From an optimization exercise on the open Yosys and OpenROAD flow, aimed at small area, a short achievable clock period and few clock cycles; shortcuts taken in it are not production practice. At most, simulation tests tie the RTL to the original design; equivalence was not proved. No functional check of the RTL was part of runs 1 and 2. Power figures rest on the tool's default switching activity, not on a simulated workload.

==> design/flow/design.v <==
`timescale 1ns / 1ps
package pcsp_pkg;
  localparam int COORD_BITS = 58;
  localparam int PADDR_BITS = 4;
  localparam int PDATA_BITS = 32;
  localparam int TERM_BITS  = 29;    
  localparam logic [1:0] REG_X_DECIMALS = 2'd0;
  localparam logic [1:0] REG_Y_DECIMALS = 2'd1;
  localparam logic [1:0] REG_INCH_UNITS = 2'd2;
  localparam logic [7:0] CH_LF  = 8'd10;
  localparam logic [7:0] CH_CR  = 8'd13;
  localparam logic [7:0] CH_PCT = 8'h25;
  localparam logic [7:0] CH_0   = 8'h30;
  localparam logic [7:0] CH_9   = 8'h39;
  localparam logic [7:0] CH_D   = 8'h44;
  localparam logic [7:0] CH_X   = 8'h58;
  localparam logic [7:0] CH_Y   = 8'h59;
  localparam logic [1:0] EV_SEGMENT  = 2'd0;
  localparam logic [1:0] EV_APERTURE = 2'd1;
  localparam logic [1:0] EV_UNKNOWN  = 2'd2;
  localparam logic [2:0] M_LINE_START = 3'd0;
  localparam logic [2:0] M_IN_LINE    = 3'd1;
  localparam logic [2:0] M_XDIG       = 3'd2;
  localparam logic [2:0] M_YDIG       = 3'd3;
  localparam logic [2:0] M_D0         = 3'd4;
  localparam logic [2:0] M_D1         = 3'd5;
  localparam logic [2:0] M_D2         = 3'd6;
  localparam logic [2:0] M_SKIP       = 3'd7;
  localparam logic [2:0] C_OTHER = 3'd0;
  localparam logic [2:0] C_DIGIT = 3'd1;
  localparam logic [2:0] C_LF    = 3'd2;
  localparam logic [2:0] C_X     = 3'd3;
  localparam logic [2:0] C_Y     = 3'd4;
  localparam logic [2:0] C_D     = 3'd5;
  localparam logic [2:0] C_PCT   = 3'd6;
  typedef struct packed {
    logic [2:0] x_decimals;
    logic [2:0] y_decimals;
    logic       inch_units;
  } pcsp_cfg_t;
endpackage
`timescale 1ns / 1ps
import pcsp_pkg::*;
module pcsp_cfg (
  input  logic                           clk,
  input  logic                           rst,
  input  logic                           psel,
  input  logic                           penable,
  input  logic                           pwrite,
  input  logic [pcsp_pkg::PADDR_BITS-1:0] paddr,
  input  logic [pcsp_pkg::PDATA_BITS-1:0] pwdata,
  output logic [pcsp_pkg::PDATA_BITS-1:0] prdata,
  output logic                           pready,
  output pcsp_pkg::pcsp_cfg_t            cfg
);
  logic       wr_en;
  logic [1:0] reg_idx;
  assign pready  = 1'b1;
  assign wr_en   = psel && penable && pwrite;
  assign reg_idx = paddr[3:2];
  always_ff @(posedge clk) begin
    if (rst) begin
      cfg <= '0;
    end else if (wr_en) begin
      case (reg_idx)
        REG_X_DECIMALS: cfg.x_decimals <= pwdata[2:0];
        REG_Y_DECIMALS: cfg.y_decimals <= pwdata[2:0];
        REG_INCH_UNITS: cfg.inch_units <= pwdata[0];
        default: ;
      endcase
    end
  end
  always_comb begin
    prdata = '0;
    case (reg_idx)
      REG_X_DECIMALS: prdata[2:0] = cfg.x_decimals;
      REG_Y_DECIMALS: prdata[2:0] = cfg.y_decimals;
      REG_INCH_UNITS: prdata[0]   = cfg.inch_units;
      default: ;
    endcase
  end
endmodule
`timescale 1ns / 1ps
import pcsp_pkg::*;
module pcsp_obuf (
  input  logic       clk,
  input  logic       rst,
  input  logic       emit,
  input  logic       seg,
  output logic       blocked,
  output logic       out_valid,
  input  logic       out_stall,
  output logic       seg_n
);
  assign blocked = out_valid && out_stall;
  always_ff @(posedge clk) begin
    if (rst) begin
      out_valid <= 1'b0;
    end else begin
      out_valid <= emit || blocked;
    end
  end
  always_ff @(posedge clk) begin
    if (!blocked) begin
      seg_n <= !seg;
    end
  end
endmodule
`timescale 1ns / 1ps
import pcsp_pkg::*;
module pcsp_scale (
  input  logic [3:0]                          dig,
  input  logic [3:0]                          lo,
  input  logic [2:0]                          decimals,
  input  logic                                inch_units,
  output logic [pcsp_pkg::TERM_BITS-1:0]      term
);
  logic [2:0]  d;
  logic        fine;
  logic [24:0] k;
  assign d    = (decimals > 3'd6) ? 3'd6 : decimals;
  assign fine = inch_units && (d == 3'd6);
  always_comb begin
    case ({inch_units, d})
      4'b0_000: k = 25'd1000000;
      4'b0_001: k = 25'd100000;
      4'b0_010: k = 25'd10000;
      4'b0_011: k = 25'd1000;
      4'b0_100: k = 25'd100;
      4'b0_101: k = 25'd10;
      4'b0_110: k = 25'd1;
      4'b1_000: k = 25'd25400000;
      4'b1_001: k = 25'd2540000;
      4'b1_010: k = 25'd254000;
      4'b1_011: k = 25'd25400;
      4'b1_100: k = 25'd2540;
      4'b1_101: k = 25'd254;
      default:  k = 25'd0;
    endcase
  end
  logic [8:0] fine_term;
  always_comb begin
    case (dig)
      4'd1: fine_term = 9'd25;
      4'd2: fine_term = 9'd51;
      4'd3: fine_term = 9'd76;
      4'd4: fine_term = 9'd102;
      4'd5: fine_term = 9'd127;
      4'd6: fine_term = 9'd152;
      4'd7: fine_term = 9'd178;
      4'd8: fine_term = 9'd203;
      4'd9: fine_term = 9'd229;
      default: fine_term = 9'd0;
    endcase
    case (lo)
      4'd1, 4'd6: fine_term = fine_term + 9'd4;
      4'd2, 4'd7: fine_term = fine_term - 9'd2;
      4'd3, 4'd8: fine_term = fine_term + 9'd2;
      4'd4, 4'd9: fine_term = fine_term - 9'd4;
      default: ;
    endcase
  end
  logic [TERM_BITS-1:0] coarse_term, pp0, pp1, pp2;
  assign pp0 = dig[0] ? TERM_BITS'(k) : '0;
  assign pp1 = dig[1] ? TERM_BITS'(k) << 1 : '0;
  assign pp2 = dig[3] ? TERM_BITS'(k) << 3 : dig[2] ? TERM_BITS'(k) << 2 : '0;
  pcsp_add3 #(.W(TERM_BITS)) u_add (
    .a   (pp0),
    .b   (pp1),
    .c   (pp2),
    .sum (coarse_term)
  );
  assign term = fine ? {{(TERM_BITS-9){fine_term[8]}}, fine_term} : coarse_term;
endmodule
module pcsp_add3 #(
  parameter int W = 58
) (
  input  logic [W-1:0] a,
  input  logic [W-1:0] b,
  input  logic [W-1:0] c,
  output logic [W-1:0] sum
);
  logic [W-1:0] s, cy, p, gg, pp;
  always_comb begin
    s  = a ^ b ^ c;
    cy = ((a & b) | (a & c) | (b & c)) << 1;
    p  = s ^ cy;
    gg = s & cy;
    pp = p;
    for (int d = 1; d < W; d = d * 2) begin
      for (int i = 2 * d - 1; i < W; i = i + 2 * d) begin
        gg[i] = gg[i] | (pp[i] & gg[i - d]);
        pp[i] = pp[i] & pp[i - d];
      end
    end
    for (int d = 32; d >= 1; d = d / 2) begin
      for (int i = 3 * d - 1; i < W; i = i + 2 * d) begin
        gg[i] = gg[i] | (pp[i] & gg[i - d]);
        pp[i] = pp[i] & pp[i - d];
      end
    end
    sum = p ^ {gg[W-2:0], 1'b0};
  end
endmodule
`timescale 1ns / 1ps
import pcsp_pkg::*;
module pcsp_parse (
  input  logic                           clk,
  input  logic                           rst,
  input  logic                           go,
  input  logic [2:0]                     cls,
  input  logic [3:0]                     dig,
  input  logic [pcsp_pkg::TERM_BITS-1:0] term,
  input  logic                           axis_y,
  input  pcsp_pkg::pcsp_cfg_t            cfg,
  output logic                           emit,
  output logic                           seg,
  output logic [6:0]                     dval,
  output logic [pcsp_pkg::COORD_BITS-1:0] pos_x_n,
  output logic [pcsp_pkg::COORD_BITS-1:0] pos_y_n,
  output logic [pcsp_pkg::COORD_BITS-1:0] prev_x_n,
  output logic [pcsp_pkg::COORD_BITS-1:0] prev_y_n
);
  logic [2:0] mode;
  logic       has_coord;
  logic [3:0] sig;
  logic is_digit, is_lf, is_x, is_y, is_d, is_pct;
  assign is_digit = (cls == C_DIGIT);
  assign is_lf    = (cls == C_LF);
  assign is_x     = (cls == C_X);
  assign is_y     = (cls == C_Y);
  assign is_d     = (cls == C_D);
  assign is_pct   = (cls == C_PCT);
  logic in_word, word_y;
  assign in_word = (mode == M_XDIG) || (mode == M_YDIG);
  assign word_y  = axis_y;
  logic [2:0]            sat_d;
  logic [COORD_BITS-1:0] sat_nm;
  assign sat_d = word_y ? cfg.y_decimals : cfg.x_decimals;
  always_comb begin
    case ({cfg.inch_units, (sat_d > 3'd6) ? 3'd6 : sat_d})
      4'b0_000: sat_nm = 58'd9999999999000000;
      4'b0_001: sat_nm = 58'd999999999900000;
      4'b0_010: sat_nm = 58'd99999999990000;
      4'b0_011: sat_nm = 58'd9999999999000;
      4'b0_100: sat_nm = 58'd999999999900;
      4'b0_101: sat_nm = 58'd99999999990;
      4'b0_110: sat_nm = 58'd9999999999;
      4'b1_000: sat_nm = 58'd253999999974600000;
      4'b1_001: sat_nm = 58'd25399999997460000;
      4'b1_010: sat_nm = 58'd2539999999746000;
      4'b1_011: sat_nm = 58'd253999999974600;
      4'b1_100: sat_nm = 58'd25399999997460;
      4'b1_101: sat_nm = 58'd2539999999746;
      default:  sat_nm = 58'd253999999975;
    endcase
  end
  logic [COORD_BITS-1:0] acc, acc_sum, acc_next;
  assign acc = word_y ? ~pos_y_n : ~pos_x_n;
  pcsp_add3 #(.W(COORD_BITS)) u_add (
    .a   (acc << 3),
    .b   (acc << 1),
    .c   ({{(COORD_BITS-TERM_BITS){term[TERM_BITS-1]}}, term}),
    .sum (acc_sum)
  );
  assign acc_next = (sig == 4'd10) ? sat_nm : acc_sum;
  logic       d_end, seg_code;
  logic [6:0] code;
  assign d_end    = go && ((mode == M_D1) || (mode == M_D2) || (mode == M_D0 && is_lf));
  assign code     = (mode == M_D1 && is_digit) ? 7'(dval * 7'd10) + 7'(dig) : dval;
  assign seg_code = (code == 7'd1) || (code == 7'd3);
  assign seg      = seg_code;
  assign emit     = d_end && code != 7'd2 && !(seg_code && !has_coord);
  logic ctl, word_start, first_word, digit_step;
  assign ctl        = go && !mode[2];
  assign word_start = ctl && (is_x || is_y);
  assign first_word = word_start && !has_coord;
  assign digit_step = ctl && in_word && is_digit;
  logic                  load_x, load_y, pos_zero;
  logic [COORD_BITS-1:0] pos_d_n;
  assign pos_zero = rst || word_start;
  assign load_x   = rst || (word_start && is_x) || (digit_step && !word_y);
  assign load_y   = rst || (word_start && is_y) || (digit_step && word_y);
  assign pos_d_n  = pos_zero ? '1 : ~acc_next;
  always_ff @(posedge clk) begin
    if (load_x) begin
      pos_x_n <= pos_d_n;
    end
    if (load_y) begin
      pos_y_n <= pos_d_n;
    end
  end
  always_ff @(posedge clk) begin
    if (first_word) begin
      prev_x_n <= pos_x_n;
      prev_y_n <= pos_y_n;
    end
  end
  always_ff @(posedge clk) begin
    if (rst) begin
      sig <= '0;
    end else if (word_start) begin
      sig <= '0;
    end else if (digit_step && sig != 4'd10 && (sig != 4'd0 || dig != 4'd0)) begin
      sig <= sig + 4'd1;
    end
  end
  always_ff @(posedge clk) begin
    if (rst) begin
      mode      <= M_LINE_START;
      has_coord <= 1'b0;
      dval      <= '0;
    end else if (go) begin
      if (mode == M_D1 && is_digit) begin
        dval <= code;
      end
      if (is_lf) begin
        mode      <= M_LINE_START;
        has_coord <= 1'b0;
      end else begin
        case (mode)
          M_SKIP: ;
          M_D0: begin
            mode <= is_digit ? M_D1 : M_D2;
            dval <= is_digit ? 7'(dig) : 7'd0;
          end
          M_D1, M_D2: mode <= M_IN_LINE;
          default: begin
            if (in_word && is_digit) begin
              mode <= mode;
            end else if (is_pct && mode == M_LINE_START) begin
              mode <= M_SKIP;
            end else if (is_x) begin
              mode      <= M_XDIG;
              has_coord <= 1'b1;
            end else if (is_y) begin
              mode      <= M_YDIG;
              has_coord <= 1'b1;
            end else if (is_d) begin
              mode <= M_D0;
              dval <= '0;
            end else begin
              mode <= M_IN_LINE;
            end
          end
        endcase
      end
    end
  end
endmodule
`timescale 1ns / 1ps
import pcsp_pkg::*;
module plot_command_stream_parser_core (
  input  logic                                  clk,
  input  logic                                  rst,
  input  logic                                  psel,
  input  logic                                  penable,
  input  logic                                  pwrite,
  input  logic [pcsp_pkg::PADDR_BITS-1:0]        paddr,
  input  logic [pcsp_pkg::PDATA_BITS-1:0]        pwdata,
  output logic [pcsp_pkg::PDATA_BITS-1:0]        prdata,
  output logic                                  pready,
  input  logic                                  in_valid,
  output logic                                  in_stall,
  input  logic [7:0]                            ch,
  output logic                                  out_valid,
  input  logic                                  out_stall,
  output logic [1:0]                            event_res,
  output logic [pcsp_pkg::COORD_BITS-1:0]        x_from,
  output logic [pcsp_pkg::COORD_BITS-1:0]        y_from,
  output logic [pcsp_pkg::COORD_BITS-1:0]        x_to,
  output logic [pcsp_pkg::COORD_BITS-1:0]        y_to,
  output logic [6:0]                            code_number
);
  pcsp_pkg::pcsp_cfg_t cfg;
  logic       blocked, go, emit, seg, seg_n;
  logic [6:0] dval;
  logic [pcsp_pkg::COORD_BITS-1:0] pos_x_n, pos_y_n, prev_x_n, prev_y_n;
  pcsp_cfg u_cfg (
    .clk     (clk),
    .rst     (rst),
    .psel    (psel),
    .penable (penable),
    .pwrite  (pwrite),
    .paddr   (paddr),
    .pwdata  (pwdata),
    .prdata  (prdata),
    .pready  (pready),
    .cfg     (cfg)
  );
  assign in_stall = blocked;
  logic       a_valid;
  logic [7:0] a_ch;
  always_ff @(posedge clk) begin
    if (rst) begin
      a_valid <= 1'b0;
    end else if (!blocked) begin
      a_valid <= in_valid;
    end
  end
  always_ff @(posedge clk) begin
    if (!blocked) begin
      a_ch <= ch;
    end
  end
  logic       b_valid, b_axis;
  logic [2:0] b_cls, a_cls;
  logic [3:0] b_dig;
  logic [pcsp_pkg::TERM_BITS-1:0] b_term, a_term;
  logic       last_y;
  logic [3:0] last_dig;
  logic       a_cr;
  assign a_cr  = (a_ch == CH_CR);
  assign a_cls = ((a_ch >= CH_0) && (a_ch <= CH_9)) ? C_DIGIT :
                 (a_ch == CH_LF)  ? C_LF  :
                 (a_ch == CH_X)   ? C_X   :
                 (a_ch == CH_Y)   ? C_Y   :
                 (a_ch == CH_D)   ? C_D   :
                 (a_ch == CH_PCT) ? C_PCT : C_OTHER;
  pcsp_scale u_scale (
    .dig        (a_ch[3:0]),
    .lo         (last_dig),
    .decimals   (last_y ? cfg.y_decimals : cfg.x_decimals),
    .inch_units (cfg.inch_units),
    .term       (a_term)
  );
  always_ff @(posedge clk) begin
    if (rst) begin
      b_valid  <= 1'b0;
      last_y   <= 1'b0;
      last_dig <= '0;
    end else if (!blocked) begin
      b_valid <= a_valid && !a_cr;
      if (a_valid && (a_cls == C_X || a_cls == C_Y)) begin
        last_y   <= (a_cls == C_Y);
        last_dig <= '0;
      end else if (a_valid && a_cls == C_DIGIT) begin
        last_dig <= a_ch[3:0];
      end
    end
  end
  always_ff @(posedge clk) begin
    if (!blocked) begin
      b_cls  <= a_cls;
      b_dig  <= a_ch[3:0];
      b_term <= a_term;
      b_axis <= last_y;
    end
  end
  assign go = b_valid && !blocked;
  pcsp_parse u_parse (
    .clk      (clk),
    .rst      (rst),
    .go       (go),
    .cls      (b_cls),
    .dig      (b_dig),
    .term     (b_term),
    .axis_y   (b_axis),
    .cfg      (cfg),
    .emit     (emit),
    .seg      (seg),
    .dval     (dval),
    .pos_x_n  (pos_x_n),
    .pos_y_n  (pos_y_n),
    .prev_x_n (prev_x_n),
    .prev_y_n (prev_y_n)
  );
  pcsp_obuf u_obuf (
    .clk       (clk),
    .rst       (rst),
    .emit      (emit),
    .seg       (seg),
    .blocked   (blocked),
    .out_valid (out_valid),
    .out_stall (out_stall),
    .seg_n     (seg_n)
  );
  assign code_number = dval;
  assign event_res   = !seg_n ? EV_SEGMENT : (dval >= 7'd10) ? EV_APERTURE : EV_UNKNOWN;
  assign x_from = ~(prev_x_n | {pcsp_pkg::COORD_BITS{seg_n}});
  assign y_from = ~(prev_y_n | {pcsp_pkg::COORD_BITS{seg_n}});
  assign x_to   = ~(pos_x_n  | {pcsp_pkg::COORD_BITS{seg_n}});
  assign y_to   = ~(pos_y_n  | {pcsp_pkg::COORD_BITS{seg_n}});
endmodule
==> design/flow/flow/run.sh <==
#!/bin/bash
# The standard layout (standard.sh: the standard synthesis, floorplan, placement,
# CTS, routing) with two settings it does not expose: the port buffers are the
# smallest plain buffer, and timing repair aims at a setup slack of
# SETUP_SLACK_MARGIN ns at the design's clock period. make's output goes to
# flow_make.log; each ORFS step keeps its own log under orfs/logs.
set -euo pipefail
export SETUP_SLACK_MARGIN=6.3
export BUFFER_PORTS_ARGS="-buffer_cell sky130_fd_sc_hd__buf_1"
bash standard.sh > flow_make.log 2>&1
==> design/flow/standard.sh <==
#!/bin/bash
# synth_recipe.tcl (not shown) runs the flow's synth.tcl, then flattens the netlist and writes it again
# the make line also repeats each setting of config.mk as NAME=value (left out here)
make -C /OpenROAD-flow-scripts/flow DESIGN_CONFIG=/design/flow/config.mk WORK_HOME=/design/flow/orfs CLKGATE_MAP_FILE= SYNTH_SCRIPT=/design/flow/synth_recipe.tcl "${@:-finish}"
==> design/flow/config.mk <==
export PLATFORM = sky130hd
export DESIGN_NAME = plot_command_stream_parser_core
export DESIGN_NICKNAME = plot_command_stream_parser_core
export VERILOG_FILES = /design/flow/design.v
export SDC_FILE = /design/flow/constraint.sdc
export NUM_CORES = 4
export LEC_CHECK = 0
export CAP_MARGIN = 20
export CORE_MARGIN = 2
export CORE_UTILIZATION = 40
export SLEW_MARGIN = 20
==> design/flow/constraint.sdc <==
create_clock -name core_clock -period 11.0 [get_ports {clk}]
set_input_delay 2.2000 -clock core_clock [delete_from_list [all_inputs] [get_ports {clk}]]
set_output_delay 2.2000 -clock core_clock [all_outputs]
set_load 0.01 [all_outputs]
==> summary.md, run 1 <==
| Metric | Value |
|---|---|
| Leak | 0.00950 uW |
| RSZ-0062 raised after global routing | yes |
| Die Height | 232 um |
| GRT Total Usage | 20.3% |
| Final WL | 55.9 mm |
| Largest cells by area after synthesis | edfxtp_1, fa_1, ha_1 |
| DRC viols | 0 |
| GRT overflow | 0 |
| Synthesized cell area | 20900 um^2 |
| Mapped Avg Cell Area | 10.5 um^2 |
| Vias per std cell | 5.31 |
| Clock Path Buffers | 3 |
| Post-synth top flop | edfxtp_1 |
| Crit Path Max Fanout | 5 |
| Max Clock Skew | 0.0205 ns |
| FP Rows | 83 |
| Root Buffer | clkbuf_16 |
| Post-synth top cells | nor2_1, edfxtp_1, nand2_1, ha_1, fa_1 |
| Placed Cells | 2838 |
| Slew Limit Fails | 0 |
| Register area share after synthesis | 43.7% |
| Cells after synthesis | 1978 |
| Most common cell in the netlist | nor2_1 |
| EDFF count, synth | 278 |
| Routability cong. | 0.868 |
| First-pass DRT Iterations | 5 |
| Share of layout cells above drive strength 1 | 14.4% |
| Number of antenna violations at the first check in global routing | 1 |
| Crit path DAT | 2.69 ns |
| IO Pins | 327 |
| CP Data Required Time | 8.80 ns |
| Status | no timing/DRC/antenna violations |
| Starting Density | 40.6% |
| Cell family with most CP delay | buffers and inverters |
| YS warnings | 7 |
| CP peak stage delay | 0.14 ns |
| Hold Path Class | reg -> reg |
| TritonCTS clock tree | done |
| Hold Vio Cnt, Final | 0 |
| Residual antenna-violating net count after detailed routing | 0 |
| First-pass GRT wire length | 85.9 mm |
| Post-synth ARST share | 0% |
| Nets | 2569 |
| Count of cell types in the netlist | 70 |
| Critical-path cell list | buf_8, mux2i_1, o21ai_1, buf_2 |
| Fmax | 205 MHz |
| Tightest Pin Transition | 1.16 ns |
| Max-cap viol count | 0 |
| Post-DR wirelength/cell | 18.8 um |
| Worst setup path class | in -> out |
| Die X | 232 um |
| Clock Pin Slew Worst Setup and Hold Paths | 0.05 ns |
| Power Density | 202 nW/um^2 |
| Largest net degree at the start of global routing | 230 |
| TritonCTS buffer count | 36 |
| Max-slew headroom | 22.3% |
| H-tree depth | 2 |
| Fin cells | 2976 |
| #FFs+latches synth | 316 |
| WP buf/inv | 2 |
| CTS Sinks | 316 |
| Number of port buffers | 265 |
| Crit share post-route | 44.4% |
| Min Tclk post-route | 4.89 ns |
| Hpwl dp | 39.5 mm |
| Synth top area share | 40.0% |
| Final setup TNS | 0 ns |
| Latest clock arrival within the worst-skew pair | 0.55 ns |
| Vias in the first global route | 15600 |
| Number of DRC markers in iteration 0 | 1161 |
| Vias post-DR | 15800 |
| Top cell type by total area after synthesis | edfxtp_1 |
| Layout area overhead | 21.5% |
| Die ar. | 54000 um^2 |
| Slowest CP cell | buf_2 |
| Layout fillers | 4658 |
| # setup viols final | 0 |
| Startpoint class of the critical path | input port |
| Crit. End Element | primary output |
| Worst VDD drop | 138 uV |
| Core Region | 51400 um^2 |
layout make-up:
class / count / area [um^2] / share of cell area (%)
antenna: 1 / 2.50 / 0.00987
clock buffer: 44 / 952 / 3.76
tap: 680 / 851 / 3.36
multi-input combinational: 1483 / 12000 / 47.3
inverter: 80 / 303 / 1.19
clock inverter: 20 / 246 / 0.973
timing repair buffer: 352 / 1880 / 7.40
sequential: 316 / 9110 / 36.0
routing by layer:
metal / wire length, um / track usage [%] / up-vias
met3: 2880 / 3.27 / 85
met5: 0 / 0 / -
met4: 1520 / 6.57 / 0
met1: 24100 / 26.6 / 7754
li1: - / - / 7542
met2: 27400 / 34.5 / 415
cells in the final DEF, fill, tap and decap left out, types with 13 or more instances in the layout:
cell and n:
nor3_1 27, buf_1 258, buf_6 13, o21ai_1 20, nand2b_1 14, conb_1 30, o21a_1 13, ha_4 16
nor2_1 327, and2_1 21, clkbuf_16 37, dfxtp_1 35, fa_1 106, xor2_1 27, mux2i_4 21, ha_1 113
mux2i_2 26, inv_1 73, a21oi_1 76, nand2_1 149, buf_4 67, xnor2_1 31, o21ai_0 71, nand4_1 17
a21o_1 35, mux2i_1 44, nor2b_1 18, a21oi_2 15, edfxtp_1 278, nand3_1 26, o211ai_1 37
report_power, final:
group / switching, uW / internal [uW] / leakage, uW
sequential: 202 / 1670 / 0.00285
combinational: 1140 / 895 / 0.00606
clock: 479 / 738 / 0.000589
total: 1820 / 3300 / 0.00950
per-stage QoR:
| stage | area (um^2) | setup WS [ns] | power, uW | utilization (%) | hold WS, ns |
|---|---|---|---|---|---|
| after floorplan | 21300 | 4.31 | 3240 | - | 0.424 |
| after global placement | 22600 | 5.29 | 3690 | 44.0 | 0.436 |
| after detailed placement | 22600 | 5.26 | 3750 | 44.0 | 0.455 |
| after CTS | 24700 | 6.07 | 5060 | 48.0 | 0.468 |
| after global routing | 25300 | 5.95 | 5490 | 49.3 | 0.486 |
| final | 25300 | 6.11 | 5120 | 49.3 | 0.471 |
repair_timing:
| item | CTS | global route |
|---|---|---|
| hold buffers | 0 | 0 |
| gates resized for setup | 105 | 110 |
| setup endpoints to repair | 154 | 93 |
| pin swaps | 36 | 52 |
| buffers inserted | 45 | 22 |
| gates cloned | 5 | 0 |
cell families after synthesis:
| logic type | count (synthesis) | share of synthesized area [%] |
|---|---|---|
| fa+ha+maj | 249 | 19.2 |
| other cells | 2 | 0.0360 |
| compound gates | 380 | 11.7 |
| mux | 97 | 4.69 |
| simple gates | 663 | 13.8 |
| buf+inv | 209 | 4.33 |
| flops | 316 | 43.7 |
| xor+xnor | 62 | 2.60 |
worst reg2reg max path, delay by kind of cell, from the launching register on:
kind / cells / cell delay (ns)
xor gates and xnor gates: 3 / 0.44
adders and majority gates: 3 / 1.19
AOI/OAI and AO/OA: 3 / 0.68
and+or+nand+nor: 5 / 0.84
muxes: 1 / 0.32
DFF: 1 / 0.41
buffers and inverters: 3 / 0.63
sequential cells by signal, summed over array words and instances (netlist names), 3 cells and up, named ones only:
name / cells
u_parse.prev_y_n: 58
u_parse.pos_y_n: 58
b_dig: 4
b_term: 29
u_parse.pos_x_n: 58
u_parse.dval: 7
u_parse.prev_x_n: 58
b_cls: 3
a_ch: 8
u_parse.mode: 3
last_dig: 4
u_parse.sig: 4
u_cfg.cfg: 7
worst paths after layout:
check,startpoint,end,slack [ns],cells past startpoint
setup reg to reg,b_axis,u_parse.pos_x_n[57],6.19,18
hold / removal,u_parse.pos_x_n[57],u_parse.prev_x_n[57],0.47,0
hold reg to reg,u_parse.pos_x_n[57],u_parse.prev_x_n[57],0.47,0
setup / recovery,paddr[3],prdata[0],6.11,4
==> run 2: changes to the inputs <==
--- a/design/flow/config.mk
+++ b/design/flow/config.mk
@@ -10,2 +10,3 @@
 export CORE_UTILIZATION = 40
+export CTS_BUF_LIST = sky130_fd_sc_hd__clkbuf_8
 export SLEW_MARGIN = 20
==> run 2 against run 1 <==
  * Synthesized cell count did not move
  * Final area down 0.51%
  * Setup slack got worse by 0.00058 ns
  * Wire length rose by 0.89%
  * Still clean
  * Count of clock-buffer cells in the layout increased by 9
  * Critical path type unchanged
  * Via count increased by 0.63%
  * Area after synthesis stayed put
  * Largest cell class unchanged
==> summary.md, run 2 <==
| Metric | Value |
|---|---|
| TritonCTS buffer count | 52 |
| Cell family with most CP delay | buffers and inverters |
| # setup viols final | 0 |
| Routability cong. | 0.868 |
| Number of DRC markers in iteration 0 | 1100 |
| CP peak stage delay | 0.14 ns |
| Setup WS post-layout | 6.11 ns |
| Cells after synthesis | 1978 |
| Slowest CP cell | buf_2 |
| Most common cell in the netlist | nor2_1 |
| Clock power frac | 20.2% |
| Stages on worst setup path | 4 |
| WHS Path Cells | 0 |
| Crit share post-route | 44.5% |
| FP Rows | 83 |
| Die X | 232 um |
| First-pass DRT Iterations | 5 |
| Residual antenna-violating net count after detailed routing | 0 |
| Layout area overhead | 20.9% |
| Post-synth top flop | edfxtp_1 |
| Starting Density | 40.6% |
| #FFs+latches synth | 316 |
| GRT Total Usage | 20.3% |
| RSZ-0062 raised after global routing | yes |
| First-pass GRT wire length | 85.8 mm |
| Vias per std cell | 5.28 |
| Latest clock arrival within the worst-skew pair | 0.62 ns |
| Largest net degree at the start of global routing | 230 |
| Count of cell types in the netlist | 70 |
| Max layer used | met4 |
| Final WL | 56.4 mm |
| Hpwl dp | 39.5 mm |
| Most common cell after layout, fill and taps aside | nor2_1 |
| IO Pins | 327 |
| Reg2Reg Depth | 20 |
| Post-synth top cells | nor2_1, edfxtp_1, nand2_1, ha_1, fa_1 |
| Worst VDD drop | 139 uV |
| Leak | 0.00952 uW |
| TritonCTS clock tree | done |
| Core Region | 51400 um^2 |
| Die ar. | 54000 um^2 |
| Hold Vio Cnt, Final | 0 |
| Max Clock Skew | 0.0380 ns |
| Largest cells by area after synthesis | edfxtp_1, fa_1, ha_1 |
| Vias post-DR | 15900 |
| Mapped Avg Cell Area | 10.5 um^2 |
| Hold buffer count at CTS | 0 |
| Vias in the first global route | 15700 |
| DRC viols | 0 |
| Pre-CTS WS | 5.26 ns |
| Crit Path Max Fanout | 5 |
| Sw Pwr | 1820 uW |
| H-tree depth | 2 |
| Power Density | 195 nW/um^2 |
| WP buf/inv | 2 |
| EDFF count, synth | 278 |
| Placed Cells | 2838 |
| Register area share after synthesis | 43.7% |
| Metal-1 WL | 24.4 mm |
| Area of placed instances | 22600 um^2 |
| Fmax | 204 MHz |
| Max-slew headroom | 16.6% |
| Combinational share of power | 41.6% |
| CTS Sinks | 316 |
| Hold_ws | 0.462 ns |
| Slew Limit Fails | 0 |
| Tightest Pin Transition | 1.25 ns |
| Critical-path cell list | buf_8, mux2i_1, o21ai_1, buf_2 |
| Root Buffer | clkbuf_8 |
| Clock Path Buffers | 3 |
| Number of antenna violations at the first check in global routing | 1 |
| Synth top area share | 40.0% |
| Crit path DAT | 2.69 ns |
| Most frequent cells in the layout | nor2_1, edfxtp_1, buf_1 |
| Sw Share | 37.0% |
| Routed length on met3 | 3.09 mm |
| Worst setup path class | in -> out |
| Post-synth ARST share | 0% |
| Number of port buffers | 265 |
| Die Height | 232 um |
| Status | no timing/DRC/antenna violations |
| Seq pwr share | 38.2% |
| Startpoint class of the critical path | input port |
| Final Instance Area | 25200 um^2 |
| Post-DR wirelength/cell | 18.7 um |
| CP Data Required Time | 8.80 ns |
| Synthesized cell area | 20900 um^2 |
| Hold Path Class | reg -> reg |
| Crit. End Element | primary output |
| Clock Pin Slew Worst Setup and Hold Paths | 0.06 ns |
| Nets | 2584 |
| Final setup TNS | 0 ns |
| Share of layout cells above drive strength 1 | 14.8% |
| Met2 Wirelength | 27.2 mm |
| Max-cap viol count | 0 |
| Fin cells | 3008 |
| Cell Int Power | 3100 uW |
| Top cell type by total area after synthesis | edfxtp_1 |
| YS warnings | 7 |
| GRT overflow | 0 |
| Min Tclk post-route | 4.89 ns |
[run 2: power groups by stage]
stage	combinational [uW]	clock, uW	sequential (uW)
6_report	2050	994	1880
5_1_grt	2310	1070	1910
3_5_place_dp	1880	0	1870
3_3_place_gp	1830	0	1850
4_1_cts	1950	1020	1850
2_1_floorplan	1460	0	1780
[run 2: final timing paths]
path                       start                    to  slack [ns]
max reg2reg               b_axis   u_parse.pos_x_n[57]        6.20
max                     paddr[3]             prdata[0]        6.11
min reg2reg  u_parse.pos_y_n[57]  u_parse.prev_y_n[57]        0.46
min          u_parse.pos_y_n[57]  u_parse.prev_y_n[57]        0.46
[run 2: cell type report]
type / instances / area (um^2)
Sequential cell: 316 / 9120
Antenna cell: 2 / 5.00
Tap cell: 680 / 851
Inverter: 80 / 303
Multi-Input combinational cell: 1483 / 12100
Timing Repair Buffer: 351 / 1880
Clock inverter: 43 / 275
Clock buffer: 53 / 729
Fill cell: 4676 / 26200
[run 2: layer usage]
layer | GRT usage (%) | vias up
li1 | - | 7593
met1 | 26.6 | 7733
met2 | 34.0 | 469
met3 | 3.32 | 101
met4 | 7.13 | 0
met5 | 0 | -
[run 2: what timing repair did]
item                       in CTS  in global routing
pin swaps                      35                 60
hold endpoints to repair        0                  0
cloned                          5                  1
gates resized for setup       104                127
buffers inserted               42                 23
setup endpoints to repair     119                164
[run 2: kinds of logic (layout without fill, tap and decap cells)]
kind of cell	Yosys count	count (layout)	share of synthesized area [%]
DFF	316	316	43.7
adders and majority gates	249	249	19.2
and+or+nand+nor	663	665	13.8
other	2	32	0.0360
muxes	97	97	4.69
AOI/OAI and AO/OA	380	380	11.7
buffers and inverters	209	527	4.33
xor gates and xnor gates	62	62	2.60
[run 2: stage by stage]
stage | utilization, % | total power [uW]
after floorplan | - | 3240
after global placement | 44.0 | 3690
after detailed placement | 44.0 | 3750
after CTS | 47.6 | 4820
after global routing | 49.0 | 5290
final | 49.0 | 4920
==> run 3: changes to the inputs <==
--- a/design/flow/design.v
+++ b/design/flow/design.v
@@ -28,9 +28,8 @@
   localparam logic [2:0] M_SKIP       = 3'd7;
-  localparam logic [2:0] C_OTHER = 3'd0;
-  localparam logic [2:0] C_DIGIT = 3'd1;
-  localparam logic [2:0] C_LF    = 3'd2;
-  localparam logic [2:0] C_X     = 3'd3;
-  localparam logic [2:0] C_Y     = 3'd4;
-  localparam logic [2:0] C_D     = 3'd5;
-  localparam logic [2:0] C_PCT   = 3'd6;
+  localparam logic [3:0] C_LF    = 4'd10;
+  localparam logic [3:0] C_X     = 4'd11;
+  localparam logic [3:0] C_Y     = 4'd12;
+  localparam logic [3:0] C_D     = 4'd13;
+  localparam logic [3:0] C_PCT   = 4'd14;
+  localparam logic [3:0] C_OTHER = 4'd15;
   typedef struct packed {
@@ -210,4 +209,3 @@
   input  logic                           go,
-  input  logic [2:0]                     cls,
-  input  logic [3:0]                     dig,
+  input  logic [3:0]                     cc,
   input  logic [pcsp_pkg::TERM_BITS-1:0] term,
@@ -226,9 +224,11 @@
   logic [3:0] sig;
-  logic is_digit, is_lf, is_x, is_y, is_d, is_pct;
-  assign is_digit = (cls == C_DIGIT);
-  assign is_lf    = (cls == C_LF);
-  assign is_x     = (cls == C_X);
-  assign is_y     = (cls == C_Y);
-  assign is_d     = (cls == C_D);
-  assign is_pct   = (cls == C_PCT);
+  logic       is_digit, is_lf, is_x, is_y, is_d, is_pct;
+  logic [3:0] dig;
+  assign is_digit = (cc < 4'd10);
+  assign is_lf    = (cc == C_LF);
+  assign is_x     = (cc == C_X);
+  assign is_y     = (cc == C_Y);
+  assign is_d     = (cc == C_D);
+  assign is_pct   = (cc == C_PCT);
+  assign dig      = cc;
   logic in_word, word_y;
@@ -406,4 +406,4 @@
   logic       b_valid, b_axis;
-  logic [2:0] b_cls, a_cls;
-  logic [3:0] b_dig;
+  logic [3:0] b_cc, a_cc;
+  logic       a_digit;
   logic [pcsp_pkg::TERM_BITS-1:0] b_term, a_term;
@@ -413,8 +413,9 @@
   assign a_cr  = (a_ch == CH_CR);
-  assign a_cls = ((a_ch >= CH_0) && (a_ch <= CH_9)) ? C_DIGIT :
-                 (a_ch == CH_LF)  ? C_LF  :
-                 (a_ch == CH_X)   ? C_X   :
-                 (a_ch == CH_Y)   ? C_Y   :
-                 (a_ch == CH_D)   ? C_D   :
-                 (a_ch == CH_PCT) ? C_PCT : C_OTHER;
+  assign a_digit = (a_ch >= CH_0) && (a_ch <= CH_9);
+  assign a_cc    = a_digit          ? a_ch[3:0] :
+                   (a_ch == CH_LF)  ? C_LF  :
+                   (a_ch == CH_X)   ? C_X   :
+                   (a_ch == CH_Y)   ? C_Y   :
+                   (a_ch == CH_D)   ? C_D   :
+                   (a_ch == CH_PCT) ? C_PCT : C_OTHER;
   pcsp_scale u_scale (
@@ -433,6 +434,6 @@
       b_valid <= a_valid && !a_cr;
-      if (a_valid && (a_cls == C_X || a_cls == C_Y)) begin
-        last_y   <= (a_cls == C_Y);
+      if (a_valid && (a_cc == C_X || a_cc == C_Y)) begin
+        last_y   <= (a_cc == C_Y);
         last_dig <= '0;
-      end else if (a_valid && a_cls == C_DIGIT) begin
+      end else if (a_valid && a_digit) begin
         last_dig <= a_ch[3:0];
@@ -443,4 +444,3 @@
     if (!blocked) begin
-      b_cls  <= a_cls;
-      b_dig  <= a_ch[3:0];
+      b_cc   <= a_cc;
       b_term <= a_term;
@@ -454,4 +454,3 @@
     .go       (go),
-    .cls      (b_cls),
-    .dig      (b_dig),
+    .cc       (b_cc),
     .term     (b_term),
--- a/design/flow/config.mk
+++ b/design/flow/config.mk
@@ -11,2 +11,3 @@
 export CTS_BUF_LIST = sky130_fd_sc_hd__clkbuf_8
+export CTS_CLUSTER_SIZE = 30
 export SLEW_MARGIN = 20
==> run 3 against run 2 <==
  * Sequential power about the same
  * Critical path depth increased by 16
  * Still clean on timing, DRC and antenna
  * Non-clock buffer count decreased by 5
  * Area after synthesis decreased by 0.78%
  * Clock power about the same
  * Power increased by 5.3%
  * Die area decreased by 0.76%
==> summary.md, run 3 <==
| Metric | Value |
|---|---|
| TritonCTS clock tree | done |
| Leak | 0.00950 uW |
| Crit Path Max Fanout | 8 |
| FP Rows | 83 |
| Most common cell in the netlist | nor2_1 |
| Hpwl dp | 40.0 mm |
| Status | no timing/DRC/antenna violations |
| Cells after synthesis | 1971 |
| Share of layout cells above drive strength 1 | 14.5% |
| FF-to-FF setup slack | 5.63 ns |
| Cell family with most CP delay | simple AND/OR/NAND/NOR gates |
| Post-DR wirelength/cell | 18.9 um |
| CTS Sinks | 313 |
| Slew Limit Fails | 0 |
| Residual antenna-violating net count after detailed routing | 0 |
| WP buf/inv | 2 |
| #FFs+latches synth | 313 |
| Setup WS post-layout | 5.63 ns |
| Final setup TNS | 0 ns |
| Mapped Avg Cell Area | 10.5 um^2 |
| Most frequent cells in the layout | nor2_1, edfxtp_1, buf_1 |
| Clock Pin Slew Worst Setup and Hold Paths | 0.06 ns |
| Top cell type by total area after synthesis | edfxtp_1 |
| Routed length on met3 | 2.55 mm |
| Number of DRC markers in iteration 0 | 1127 |
| Hold Vio Cnt, Final | 0 |
| Reg2reg end | u_parse.pos_x_n[57] |
| Seq pwr share | 36.4% |
| RSZ-0062 raised after global routing | yes |
| Clock power frac | 19.7% |
| Crit share post-route | 48.8% |
| EDFF count, synth | 275 |
| CP Data Required Time | 11.34 ns |
| Die ar. | 53600 um^2 |
| Die X | 231 um |
| Starting Density | 40.4% |
| Reg2Reg Depth | 20 |
| Synthesized cell area | 20700 um^2 |
| Met2 Wirelength | 29.3 mm |
| Metal-1 WL | 23.2 mm |
| IO Pins | 327 |
| GRT overflow | 0 |
| Max Clock Skew | 0.0315 ns |
| Layout area overhead | 21.5% |
| Critical-path cell list | buf_12, buf_16, mux2i_4, fa_2, ha_4, nand4_1, nor4_4, o2111ai_2, and3_4, o21a_4, o31a_1, or4_4, o2111ai_2, o211ai_1, fa_2, xor2_1, xnor2_1, xnor2_1, o21ai_1, nand2_1 |
| Crit. End Element | flop |
| Hold_sp | u_parse.pos_x_n[43] |
| Number of antenna violations at the first check in global routing | 2 |
| Slowest CP cell | fa_2 |
| Post-synth top flop | edfxtp_1 |
| Post-synth ARST share | 0% |
| Pre-CTS WS | 4.88 ns |
| Largest net degree at the start of global routing | 126 |
| Register area share after synthesis | 43.6% |
| Post-synth top cells | nor2_1, edfxtp_1, nand2_1, ha_1, fa_1 |
| Vias in the first global route | 15900 |
| Count of cell types in the netlist | 65 |
| First-pass DRT Iterations | 7 |
| CP peak stage delay | 0.51 ns |
| WHS Path Cells | 0 |
| Min Tclk post-route | 5.37 ns |
| Max layer used | met5 |
| Layout fillers | 4707 |
| Worst VDD drop | 119 uV |
| Register Area | 9020 um^2 |
| DRC viols | 0 |
| # setup viols final | 0 |
| Hold Path Class | reg -> reg |
| Vias post-DR | 15900 |
| Latest clock arrival within the worst-skew pair | 0.64 ns |
| Startpoint class of the critical path | flop |
| Max-cap viol count | 0 |
| H-tree depth | 2 |
| Synth top area share | 39.9% |
| TritonCTS buffer count | 55 |
| Combinational share of power | 43.9% |
| Routability cong. | 0.887 |
| Worst setup path class | reg -> reg |
| Cell Int Power | 3230 uW |
| Critical R2R Launch | b_axis |
| Max-slew headroom | 27.0% |
| Tightest Pin Transition | 1.09 ns |
| Clock Path Buffers | 3 |
| Vias per std cell | 5.30 |
| Largest cells by area after synthesis | edfxtp_1, fa_1, ha_1 |
| Crit path DAT | 5.71 ns |
| Most common cell after layout, fill and taps aside | nor2_1 |
| Sw Pwr | 1950 uW |
| GRT Total Usage | 20.8% |
| Sw Share | 37.6% |
| Fmax | 186 MHz |
| Number of port buffers | 265 |
| Die Height | 231 um |
| Nets | 2570 |
| Root Buffer | clkbuf_8 |
| First-pass GRT wire length | 87.3 mm |
| Core Region | 51200 um^2 |
| Multi-input logic area | 12100 um^2 |
| Hold EP | u_parse.prev_x_n[43] |
| YS warnings | 7 |
| Final WL | 56.6 mm |
| Power Density | 206 nW/um^2 |
-- run 3: worst max-delay path by stage --
stage                     startpoint             endpoint  slack [ns]  depth (start not counted)
after global placement        b_axis  u_parse.pos_x_n[57]        4.98                         19
final                         b_axis  u_parse.pos_x_n[57]        5.63                         20
after detailed placement      b_axis  u_parse.pos_x_n[57]        4.88                         19
after CTS                     b_axis  u_parse.pos_x_n[57]        5.60                         20
after global routing          b_axis  u_parse.pos_y_n[57]        5.47                         20
after floorplan           b_term[28]  u_parse.pos_x_n[57]        5.78                         15
-- run 3: final cells by class --
type / count / share of cell area, %
timing repair buffer: 346 / 7.51
clock buffer: 55 / 3.01
multi-input combinational: 1479 / 47.9
inverter: 75 / 1.17
tap: 680 / 3.38
antenna: 1 / 0.00995
clock inverter: 43 / 1.07
sequential: 313 / 35.9
-- run 3: power groups by stage --
stage                     clock network [uW]  registers (uW)  logic, uW
after floorplan                            0            1790       1440
after global placement                     0            1870       1840
after detailed placement                   0            1880       1900
after CTS                               1050            1870       2080
after global routing                    1100            1910       2520
final                                   1020            1880       2270
-- run 3: cell families (layout without fill, tap and decap cells) --
kind of cell / count (synthesis) / after routing / synth area share [%]
adder cells (fa/ha/maj): 249 / 249 / 19.3
flip-flops: 313 / 313 / 43.6
AND/OR/NAND/NOR: 666 / 668 / 14.0
AO/OA/AOI/OAI: 375 / 375 / 11.5
other: 2 / 31 / 0.0363
buffers and inverters: 209 / 519 / 4.34
multiplexers: 93 / 93 / 4.54
XOR/XNOR: 64 / 64 / 2.71
-- run 3: metal layers --
layer / track usage (%) / vias to the layer above
met5: 0 / -
met3: 3.19 / 100
met1: 25.5 / 7811
met2: 36.9 / 414
met4: 7.60 / 2
li1: - / 7534
-- run 3: timing repair --
item	CTS	global route
setup endpoints to repair	385	79
resized for setup	114	127
pin swaps	31	54
cloned	5	0
buffers inserted	43	18
hold buffers	0	0
endpoints found under the hold margin	0	0
-- run 3: through the flow --
step | total power, uW | area, um^2 | util, % | hold WS [ns] | instances
global placement | 3710 | 22400 | 43.7 | 0.460 | 2826
finish | 5180 | 25100 | 49.1 | 0.481 | 2992
global route | 5540 | 25100 | 49.1 | 0.484 | 2991
detailed placement | 3780 | 22400 | 43.7 | 0.464 | 2826
floorplan | 3230 | 21100 | - | 0.424 | 1999
CTS | 5000 | 24400 | 47.7 | 0.480 | 2972
Testbench counts of run 3, summed over its fixed seeds: cycles 24,064.
==> run 4: changes to the inputs <==
--- a/design/flow/config.mk
+++ b/design/flow/config.mk
@@ -7,7 +7,7 @@
 export LEC_CHECK = 0
+export ABC_AREA = 1
 export CAP_MARGIN = 20
 export CORE_MARGIN = 2
-export CORE_UTILIZATION = 40
+export CORE_UTILIZATION = 55
 export CTS_BUF_LIST = sky130_fd_sc_hd__clkbuf_8
-export CTS_CLUSTER_SIZE = 30
 export SLEW_MARGIN = 20
==> run 4 against run 3 <==
  * Critical path depth shrank 15
  * Highest routed layer is now met4
  * First-iteration DRC count shrank 1.8%
  * Hold slack lost 0.015 ns
  * Count of clock-buffer cells in the layout grew 9
  * Wire length shrank 7.2%
  * Sequential power is essentially flat
  * Critical path type is now in -> out
==> summary.md, run 4 <==
| Metric | Value |
|---|---|
| Status | no timing/DRC/antenna violations |
| Nets | 2671 |
| Min Tclk post-route | 5.02 ns |
| Count of cell types in the netlist | 60 |
| Final WL | 52.6 mm |
| Top cell type by total area after synthesis | edfxtp_1 |
| Final setup TNS | 0 ns |
| Hold buffer count at CTS | 0 |
| First-pass GRT wire length | 81.2 mm |
| Clock Path Buffers | 3 |
| Final Instance Area | 23500 um^2 |
| Sw Pwr | 1840 uW |
| Power Density | 206 nW/um^2 |
| Worst setup path class | in -> out |
| Post-DR wirelength/cell | 18.0 um |
| Slowest CP cell | o221ai_4 |
| Most frequent cells in the layout | nor2_1, edfxtp_1, nand2_1 |
| Hpwl dp | 38.9 mm |
| Root Buffer | clkbuf_8 |
| Number of port buffers | 265 |
| EDFF count, synth | 275 |
| Startpoint class of the critical path | input port |
| Vias post-DR | 15800 |
| Tightest Pin Transition | 0.993 ns |
| Layout area overhead | 13.7% |
| Latest clock arrival within the worst-skew pair | 0.65 ns |
| Die X | 198 um |
| Routability cong. | 0.931 |
| H-tree depth | 2 |
| DRC viols | 0 |
| Most common cell in the netlist | nor2_1 |
| GRT overflow | 0 |
| Sw Share | 37.9% |
| Starting Density | 55.4% |
| Residual antenna-violating net count after detailed routing | 0 |
| Die ar. | 39200 um^2 |
| IO Pins | 327 |
| # setup viols final | 0 |
| Register area share after synthesis | 43.5% |
| Vias in the first global route | 15000 |
| Synthesized cell area | 20700 um^2 |
| XOR/XNOR share of the synthesized area | 1.78% |
| Cells after synthesis | 2097 |
| Largest cells by area after synthesis | edfxtp_1, fa_1, ha_1 |
| Area of placed instances | 22100 um^2 |
| Mapped Avg Cell Area | 9.88 um^2 |
| Compound-cell area share of the yosys netlist | 10.3% |
| Mux contribution to synthesized area | 2.71% |
| Number of DRC markers in iteration 0 | 1107 |
| Max Clock Skew | 0.0411 ns |
| Post-synth top cells | nor2_1, edfxtp_1, nand2_1, inv_1, ha_1 |
| Clock Pin Slew Worst Setup and Hold Paths | 0.06 ns |
| First-pass DRT Iterations | 5 |
| CP most frequent cell | buf_6 |
| Fmax | 199 MHz |
| Crit Path Max Fanout | 3 |
| Slew Limit Fails | 0 |
| Post-synth top flop | edfxtp_1 |
| Hold Vio Cnt, Final | 0 |
| Combinational share of power | 40.7% |
| Core Region | 37400 um^2 |
| Synth top area share | 39.9% |
| Share of layout cells above drive strength 1 | 10.1% |
| Critical-path cell list | buf_6, inv_12, nand2_2, o221ai_4, buf_6 |
| TritonCTS clock tree | done |
| Leak | 0.00945 uW |
| Crit path DAT | 2.82 ns |
| Crit. End Element | primary output |
| Post-synth ARST share | 0% |
| Crit share post-route | 45.7% |
| Hold Path Class | reg -> reg |
| Most common cell after layout, fill and taps aside | nor2_1 |
| FP Rows | 71 |
| CP peak stage delay | 0.22 ns |
| Main combinational cell family by area after synthesis | adder cells |
| Max-slew headroom | 33.8% |
| Die Height | 198 um |
| CTS Sinks | 313 |
| Adder-cell area share of the yosys netlist | 19.3% |
| RSZ-0062 raised after global routing | yes |
| TritonCTS buffer count | 54 |
| #FFs+latches synth | 313 |
| Vias per std cell | 5.41 |
| Cell Int Power | 3010 uW |
| Largest net degree at the start of global routing | 106 |
| Seq pwr share | 38.2% |
| Worst VDD drop | 129 uV |
| Layout fillers | 3242 |
| Max-cap viol count | 0 |
| Number of antenna violations at the first check in global routing | 1 |
| Post-Synth Simple-Gate Area | 15.8% |
| GRT Total Usage | 26.7% |
| CP Data Required Time | 8.80 ns |
| YS warnings | 7 |
| Clock power frac | 21.1% |
[run 4: worst paths after layout]
check	end	from	cells after the start	slack (ns)
worst min register to register	u_parse.prev_x_n[57]	u_parse.pos_x_n[57]	0	0.47
worst max-delay path	prdata[0]	paddr[2]	5	5.98
worst min-delay path	u_parse.prev_x_n[57]	u_parse.pos_x_n[57]	0	0.47
worst max register to register	b_term[21]	last_y	21	6.51
[run 4: kinds of logic (layout without fill, tap and decap cells)]
group                    Yosys count  count (layout)
AND/OR/NAND/NOR                  788             790
other                              2              31
flip-flops                       313             313
XOR/XNOR                          42              42
AO/OA/AOI/OAI                    341             341
adder cells (fa/ha/maj)          249             249
multiplexers                      56              56
buffers and inverters            306             592
[run 4: power groups by stage]
| stage | sequential (uW) | clock, uW | combinational [uW] |
|---|---|---|---|
| finish | 1850 | 1020 | 1970 |
| global route | 1880 | 1100 | 2230 |
| floorplan | 1790 | 0 | 1460 |
| global placement | 1860 | 0 | 1890 |
| CTS | 1850 | 1050 | 1960 |
| detailed placement | 1870 | 0 | 1940 |
[run 4: stage by stage]
stage	total power [uW]	hold slack, ns	utilization, %	setup WS [ns]	cells
finish	4840	0.467	63.0	5.98	2925
global route	5210	0.488	63.0	5.96	2925
CTS	4860	0.464	62.4	5.98	2917
detailed placement	3810	0.460	59.0	5.65	2810
global placement	3760	0.443	59.0	5.66	2809
floorplan	3250	0.427	-	5.92	2125
[run 4: timing repair]
action                                  4_1_cts  5_1_grt
gates resized for setup                      38       37
setup buffers                                 6        6
hold endpoints to repair                      0        0
endpoints found under the setup margin      227       51
gates cloned                                  3        1
pin swaps                                     6        8
[run 4: cell type report]
type	instances	area (um^2)	area share, %
multi-input cells	1508	10700	45.6
repair buffers	292	1300	5.53
well taps	511	639	2.72
inverters	201	788	3.35
repair inverters	1	7.51	0.0319
flip-flops and latches	313	9020	38.3
clock inverters	34	168	0.712
diodes	1	2.50	0.0106
clock buffers	64	881	3.74
[run 4: critical path, delay by kind of cell]
kind / cells / cell delay, ns
and+or+nand+nor: 1 / 0.08
buffers and inverters: 3 / 0.31
AOI/OAI and AO/OA: 1 / 0.22
[run 4: metal layers]
| metal | up-vias | wire [um] | track usage (%) |
|---|---|---|---|
| met5 | - | 0 | 0 |
| met4 | 0 | 1600 | 9.38 |
| met3 | 96 | 2740 | 3.85 |
| met2 | 470 | 25200 | 44.3 |
| met1 | 7610 | 23000 | 36.1 |
| li1 | 7651 | - | - |
==> run 5: changes to the inputs <==
--- a/design/flow/config.mk
+++ b/design/flow/config.mk
@@ -10,3 +10,3 @@
 export CORE_MARGIN = 2
-export CORE_UTILIZATION = 55
+export CORE_UTILIZATION = 70
 export CTS_BUF_LIST = sky130_fd_sc_hd__clkbuf_8
==> run 5 against run 4 <==
  * Setup slack better by 0.062 ns
  * Critical path type unchanged
  * Clock power down 5%
  * First-iteration DRC count up 34%
  * Power down 0.50%
  * Sequential power about the same
  * Global-route usage up 5.7 points
  * Hold slack worse by 0.021 ns
  * Wire length down 1.6%
==> summary.md, run 5 <==
| Metric | Value |
|---|---|
| Die ar. | 31000 um^2 |
| TritonCTS clock tree | done |
| First-pass DRT Iterations | 7 |
| Power Density | 206 nW/um^2 |
| Register area share after synthesis | 43.5% |
| CP Data Required Time | 8.80 ns |
| Multi-input logic area | 10700 um^2 |
| Post-synth ARST share | 0% |
| Top cell type by total area after synthesis | edfxtp_1 |
| GRT Total Usage | 32.4% |
| Seq pwr share | 38.4% |
| Synth top area share | 39.9% |
| Vias in the first global route | 15500 |
| Hold buffer count at CTS | 0 |
| Crit. End Element | primary output |
| Placed Cells | 2680 |
| Final WL | 51.7 mm |
| Final setup TNS | 0 ns |
| CP startpoint | paddr[3] |
| Fin cells | 2801 |
| Leak | 0.00943 uW |
| Status | no timing/DRC/antenna violations |
| Largest net degree at the start of global routing | 119 |
| Setup WS post-layout | 6.04 ns |
| XOR/XNOR share of the synthesized area | 1.78% |
| GRT overflow | 0 |
| Sw Pwr | 1850 uW |
| Min Tclk post-route | 4.96 ns |
| Starting Density | 71.6% |
| Vias per std cell | 5.84 |
| Clock Pin Slew Worst Setup and Hold Paths | 0.09 ns |
| Main combinational cell family by area after synthesis | adder cells |
| Max Clock Skew | 0.0448 ns |
| Latest clock arrival within the worst-skew pair | 0.62 ns |
| Final Instance Area | 23400 um^2 |
| Vias post-DR | 16400 |
| Compound-cell area share of the yosys netlist | 10.3% |
| Slew Limit Fails | 0 |
| FP Rows | 62 |
| Layout area overhead | 13.0% |
| Tightest Pin Transition | 0.911 ns |
| Fmax | 202 MHz |
| Count of cell types in the netlist | 60 |
| Hold Path Class | reg -> reg |
| Worst VDD drop | 132 uV |
| Mapped Avg Cell Area | 9.88 um^2 |
| #FFs+latches synth | 313 |
| Most frequent cells in the layout | nor2_1, edfxtp_1, nand2_1 |
| Post-DR wirelength/cell | 18.5 um |
| TritonCTS buffer count | 51 |
| Post-synth top cells | nor2_1, edfxtp_1, nand2_1, inv_1, ha_1 |
| Share of layout cells above drive strength 1 | 9.98% |
| Routability cong. | 0.957 |
| Pre-CTS WS | 5.66 ns |
| CTS Sinks | 313 |
| IO Pins | 327 |
| YS warnings | 7 |
| Reg2Reg Depth | 15 |
| Nets | 2675 |
| Number of antenna violations at the first check in global routing | 1 |
| Register Area | 9020 um^2 |
| Synthesized cell area | 20700 um^2 |
| Cell Int Power | 2970 uW |
| Root Buffer | clkbuf_8 |
| FF-to-FF setup slack | 6.47 ns |
| Max-slew headroom | 39.1% |
| Die Height | 176 um |
| Number of port buffers | 265 |
| Combinational share of power | 41.4% |
| Most common cell after layout, fill and taps aside | nor2_1 |
| EDFF count, synth | 275 |
| H-tree depth | 2 |
| Layout fillers | 1805 |
| Critical R2R Launch | a_ch[2] |
| Most common cell in the netlist | nor2_1 |
| Area of placed instances | 21900 um^2 |
| Clock power frac | 20.2% |
| Number of DRC markers in iteration 0 | 1484 |
| Clock Path Buffers | 3 |
| Die X | 176 um |
| Post-Synth Simple-Gate Area | 15.8% |
| Crit path DAT | 2.76 ns |
| RSZ-0062 raised after global routing | yes |
| Cells after synthesis | 2097 |
| DRC viols | 0 |
| Post-synth top flop | edfxtp_1 |
| # setup viols final | 0 |
| Core Region | 28900 um^2 |
| Reg2reg end | b_term[19] |
| Max-cap viol count | 0 |
| Hold Vio Cnt, Final | 0 |
| Worst setup path class | in -> out |
| CP Capture Point | prdata[0] |
| Largest cells by area after synthesis | edfxtp_1, fa_1, ha_1 |
| Mux contribution to synthesized area | 2.71% |
| Crit Path Max Fanout | 4 |
| Residual antenna-violating net count after detailed routing | 0 |
| Startpoint class of the critical path | input port |
| Adder-cell area share of the yosys netlist | 19.3% |
| Crit share post-route | 45.1% |
| First-pass GRT wire length | 79.2 mm |
| Hpwl dp | 37.1 mm |
| Sw Share | 38.4% |
==> run 5: how the worst min path moves through the flow <==
stage | start | to | slack (ns) | cells past startpoint
3_3_place_gp | u_parse.pos_x_n[57] | u_parse.prev_x_n[57] | 0.44 | 0
6_report | u_parse.pos_y_n[45] | u_parse.prev_y_n[45] | 0.45 | 0
3_5_place_dp | b_valid | b_valid | 0.46 | 2
5_1_grt | u_parse.pos_x_n[42] | u_parse.prev_x_n[42] | 0.46 | 0
2_1_floorplan | u_parse.pos_x_n[57] | u_parse.prev_x_n[57] | 0.43 | 0
4_1_cts | b_valid | b_valid | 0.47 | 2
==> run 5: kinds of logic (layout without fill, tap and decap cells) <==
| family | after synthesis | after routing |
|---|---|---|
| other cells | 2 | 32 |
| compound gates | 341 | 341 |
| simple gates | 788 | 790 |
| fa+ha+maj | 249 | 249 |
| mux | 56 | 56 |
| flops | 313 | 313 |
| buf+inv | 306 | 594 |
| xor+xnor | 42 | 42 |
==> run 5: power groups by stage <==
stage / registers (uW) / clock network, uW / logic [uW]
floorplan: 1790 / 0 / 1460
global placement: 1850 / 0 / 1840
detailed placement: 1870 / 0 / 1940
CTS: 1840 / 973 / 1970
global route: 1880 / 1030 / 2240
finish: 1850 / 974 / 1990
==> run 5: per-layer routing <==
layer  GRT usage (%)  vias to the layer above  part of all wire, %
li1                -                     7646                    -
met1            41.9                     7781                   39
met2            55.7                      771                   49
met3            4.20                      152                  7.9
met4            13.3                        0                  4.3
met5               0                        -                    0
==> run 5: repair_timing <==
item / in CTS / in global routing
gates cloned: 2 / 3
endpoints found under the setup margin: 218 / 158
buffers inserted: 6 / 15
pin swaps: 5 / 8
resized for setup: 43 / 33
endpoints found under the hold margin: 0 / 0
==> run 5: final cells by class <==
| type | instances | share of cell area (%) |
|---|---|---|
| multi-input cells | 1508 | 45.8 |
| flip-flops and latches | 313 | 38.6 |
| repair buffers | 299 | 6.00 |
| inverters | 201 | 3.38 |
| clock buffers | 55 | 3.23 |
| well taps | 384 | 2.05 |
| clock inverters | 38 | 0.930 |
| repair inverters | 1 | 0.0321 |
| diodes | 2 | 0.0214 |
==> run 5: stage by stage <==
stage               util [%]  total power [uW]  hold WS [ns]
floorplan                  -              3250         0.427
finish                  80.9              4820         0.446
global route            80.9              5140         0.462
global placement        75.6              3680         0.437
detailed placement      75.6              3800         0.460
CTS                     79.8              4780         0.467
==> run 5: worst max-delay path, cell delays in order <==
cell and delay [ns]:
buf_8 0.11, nor2_4 0.12, inv_4 0.06, o221ai_2 0.12, buf_2 0.16
==> run 6: changes to the inputs <==
--- a/design/flow/config.mk
+++ b/design/flow/config.mk
@@ -10,3 +10,3 @@
 export CORE_MARGIN = 2
-export CORE_UTILIZATION = 70
+export CORE_UTILIZATION = 40
 export CTS_BUF_LIST = sky130_fd_sc_hd__clkbuf_8
==> run 6 against run 5 <==
  * Still clean
  * Count of clock-buffer cells in the layout is 3 higher
  * Synthesized cell count unchanged
  * Flip-flop and latch count unchanged
  * Combinational power hardly changed
  * Global-route usage is 12 points lower
  * Sequential power about the same
  * Hold slack improved by 0.011 ns
  * Sequential share of layout area fell by 1.0 points
  * Die area up 73%
  * Critical path type unchanged
  * Largest power group unchanged
==> summary.md, run 6 <==
| Metric | Value |
|---|---|
| Vias per std cell | 5.14 |
| GRT Total Usage | 20.2% |
| # setup viols final | 0 |
| Crit. End Element | primary output |
| DRC viols | 0 |
| Synthesized cell area | 20700 um^2 |
| Post-Synth Simple-Gate Area | 15.8% |
| Hpwl dp | 40.6 mm |
| EDFF count, synth | 275 |
| Reg2Reg Depth | 21 |
| Number of port buffers | 265 |
| Final setup TNS | 0 ns |
| FP Rows | 83 |
| Startpoint class of the critical path | input port |
| Post-synth top flop | edfxtp_1 |
| Critical-path cell list | buf_8, nor2_4, inv_4, o221ai_4, buf_6 |
| Latest clock arrival within the worst-skew pair | 0.65 ns |
| Cells after synthesis | 2097 |
| Die ar. | 53600 um^2 |
| CP Capture Point | prdata[0] |
| Core Region | 51300 um^2 |
| Slew Limit Fails | 0 |
| Post-synth ARST share | 0% |
| Worst setup path class | in -> out |
| Min Tclk post-route | 5.03 ns |
| Residual antenna-violating net count after detailed routing | 0 |
| Largest cells by area after synthesis | edfxtp_1, fa_1, ha_1 |
| Post-DR wirelength/cell | 17.8 um |
| Number of antenna violations at the first check in global routing | 1 |
| Top cell type by total area after synthesis | edfxtp_1 |
| CP peak stage delay | 0.20 ns |
| Count of cell types in the netlist | 60 |
| Layout area overhead | 16.0% |
| Leak | 0.00956 uW |
| Fmax | 199 MHz |
| Power Density | 201 nW/um^2 |
| Critical R2R Launch | last_y |
| First-pass DRT Iterations | 5 |
| #FFs+latches synth | 313 |
| CP startpoint | paddr[3] |
| Max Clock Skew | 0.0463 ns |
| Hold buffer count at CTS | 0 |
| TritonCTS buffer count | 56 |
| Crit Path Max Fanout | 4 |
| Crit path DAT | 2.83 ns |
| Most common cell after layout, fill and taps aside | nor2_1 |
| YS warnings | 7 |
| First-pass GRT wire length | 85.0 mm |
| CP Data Required Time | 8.80 ns |
| Routed length on met3 | 2.75 mm |
| Status | no timing/DRC/antenna violations |
| XOR/XNOR share of the synthesized area | 1.78% |
| Met2 Wirelength | 27.5 mm |
| Nets | 2687 |
| Post-synth top cells | nor2_1, edfxtp_1, nand2_1, inv_1, ha_1 |
| Max-cap viol count | 0 |
| CTS Sinks | 313 |
| Mapped Avg Cell Area | 9.88 um^2 |
| Vias post-DR | 16000 |
| TritonCTS clock tree | done |
| Fin util | 46.9% |
| RSZ-0062 raised after global routing | yes |
| Worst VDD drop | 111 uV |
| Main combinational cell family by area after synthesis | adder cells |
| Mux contribution to synthesized area | 2.71% |
| Hold Path Class | reg -> reg |
| Register area share after synthesis | 43.5% |
| Crit share post-route | 45.8% |
| Routability cong. | 0.922 |
| Metal-1 WL | 23.9 mm |
| Most common cell in the netlist | nor2_1 |
| Clock Path Buffers | 3 |
| Clock Pin Slew Worst Setup and Hold Paths | 0.05 ns |
| Die X | 232 um |
| Final WL | 55.5 mm |
| Area of placed instances | 22300 um^2 |
| WP buf/inv | 3 |
| H-tree depth | 2 |
| Synth top area share | 39.9% |
| IO Pins | 327 |
| Slowest CP cell | o221ai_4 |
| Die Height | 232 um |
| Hold Vio Cnt, Final | 0 |
| Adder-cell area share of the yosys netlist | 19.3% |
| Largest net degree at the start of global routing | 91 |
| Max-slew headroom | 34.5% |
| Final Instance Area | 24000 um^2 |
| GRT overflow | 0 |
| Reg2reg end | b_term[23] |
| FF-to-FF setup slack | 6.55 ns |
| Compound-cell area share of the yosys netlist | 10.3% |
| Starting Density | 40.4% |
| Max layer used | met4 |
| Number of DRC markers in iteration 0 | 1179 |
| Share of layout cells above drive strength 1 | 11.3% |
| Hold_ws | 0.457 ns |
| Vias in the first global route | 15500 |
| Tightest Pin Transition | 0.982 ns |
| Stages on worst setup path | 5 |
| Root Buffer | clkbuf_8 |
| Cell family with most CP delay | buffers and inverters |
| Most frequent cells in the layout | nor2_1, edfxtp_1, nand2_1 |
-- run 6: cell counts after synthesis --
Identical to the previous run, type by type.
-- run 6: how the worst min path moves through the flow --
| stage | from | end | slack (ns) | cells after the start |
|---|---|---|---|---|
| final | u_parse.pos_y_n[57] | u_parse.prev_y_n[57] | 0.46 | 0 |
| after global routing | u_parse.pos_y_n[57] | u_parse.prev_y_n[57] | 0.48 | 0 |
| after CTS | u_parse.pos_y_n[57] | u_parse.prev_y_n[57] | 0.46 | 0 |
| after detailed placement | u_parse.pos_x_n[57] | u_parse.prev_x_n[57] | 0.44 | 0 |
| after global placement | u_parse.pos_x_n[57] | u_parse.prev_x_n[57] | 0.45 | 0 |
| after floorplan | u_parse.pos_x_n[57] | u_parse.prev_x_n[57] | 0.43 | 0 |
-- run 6: layout make-up --
cell class	count	area (um^2)
antenna	1	2.50
clock buffer	58	798
clock inverter	45	251
fill	4861	27300
inverter	201	788
multi-input combinational	1508	10800
sequential	313	9020
tap	680	851
timing repair buffer	306	1480
timing repair inverter	1	7.51
-- run 6: metrics by stage --
step                      cells  setup slack [ns]  total power [uW]
after floorplan            2125              5.92              3250
after global placement     2978              5.52              3740
after detailed placement   2978              5.46              3810
after CTS                  3091              5.96              4860
after global routing       3113              5.94              5220
final                      3113              5.97              4840
-- run 6: power by group --
part           leakage [uW]  internal, uW  total, uW  switching (uW)
Clock              0.000596           536       1020             485
Combinational       0.00615           792       1960            1170
Sequential          0.00281          1680       1860             186
Total               0.00956          3000       4840            1840
-- run 6: kinds of logic after synthesis --
| group | Yosys count |
|---|---|
| flip-flops | 313 |
| AO/OA/AOI/OAI | 341 |
| buffers and inverters | 306 |
| XOR/XNOR | 42 |
| multiplexers | 56 |
| AND/OR/NAND/NOR | 788 |
| adder cells (fa/ha/maj) | 249 |
| other | 2 |
-- run 6: per-layer routing --
metal | GRT usage [%] | up-vias
li1 | - | 7671
met1 | 25.9 | 7819
met2 | 35.3 | 427
met3 | 3.11 | 83
met4 | 5.59 | 0
met5 | 0 | -
-- run 6: worst register-to-register path: stages, from the launching register on --
cell	delay, ns
dfxtp_4	0.40
buf_4	0.14
nand2_1	0.08
o21ai_4	0.10
a21oi_2	0.09
buf_4	0.15
ha_1	0.17
inv_1	0.11
nor2_1	0.08
o21ai_0	0.37
nor2_1	0.12
fa_1	0.51
ha_1	0.37
nand2_1	0.07
nor3_1	0.20
nand3_1	0.14
nand2_2	0.12
a21o_1	0.19
a31oi_2	0.11
fa_1	0.38
xor2_1	0.14
o21ai_0	0.10
-- run 6: what timing repair did --
action | 4_1_cts | 5_1_grt
setup buffers | 7 | 19
setup endpoints to repair | 206 | 121
resized for setup | 46 | 55
gates cloned | 3 | 2
pin swaps | 6 | 17

what the ideal ports hide:
The results above use ideal ports. As a check the final layouts listed here were re-extracted and re-timed, cells and wires unchanged. Step 1, drivers: a clkbuf_16 drives clk and a buf_2 each remaining input, both assumed. Step 2 also shifts input and output timing later by t, the mid clock arrival at the registers, as if the neighbouring blocks saw the same clock. Three values: ideal ports, drivers, drivers and shift; two values: the first two.
| run | t (ns) | slack for setup (ns) | worst setup path at the end |
|---|---|---|---|
| run 1 | 0.593 | 6.111 / 6.072 / 6.072 | input to output |
| run 2 | 0.653 | 6.110 / 6.071 / 6.071 | input to output |
| run 3 | 0.674 | 5.632 / 5.632 / 5.632 | register to register |
| run 4 | 0.678 | 5.977 / 5.916 / 5.916 | input to output |
| run 5 | 0.635 | 6.039 / 6.001 / 5.884 | input to register |
| run 6 | 0.682 | 5.967 / 5.901 / 5.870 | input to register |
After both steps every run listed still meets setup and hold. The setup slack of run 5, which loses most, moves by -0.038 ns with the drivers and by -0.155 ns with both steps.
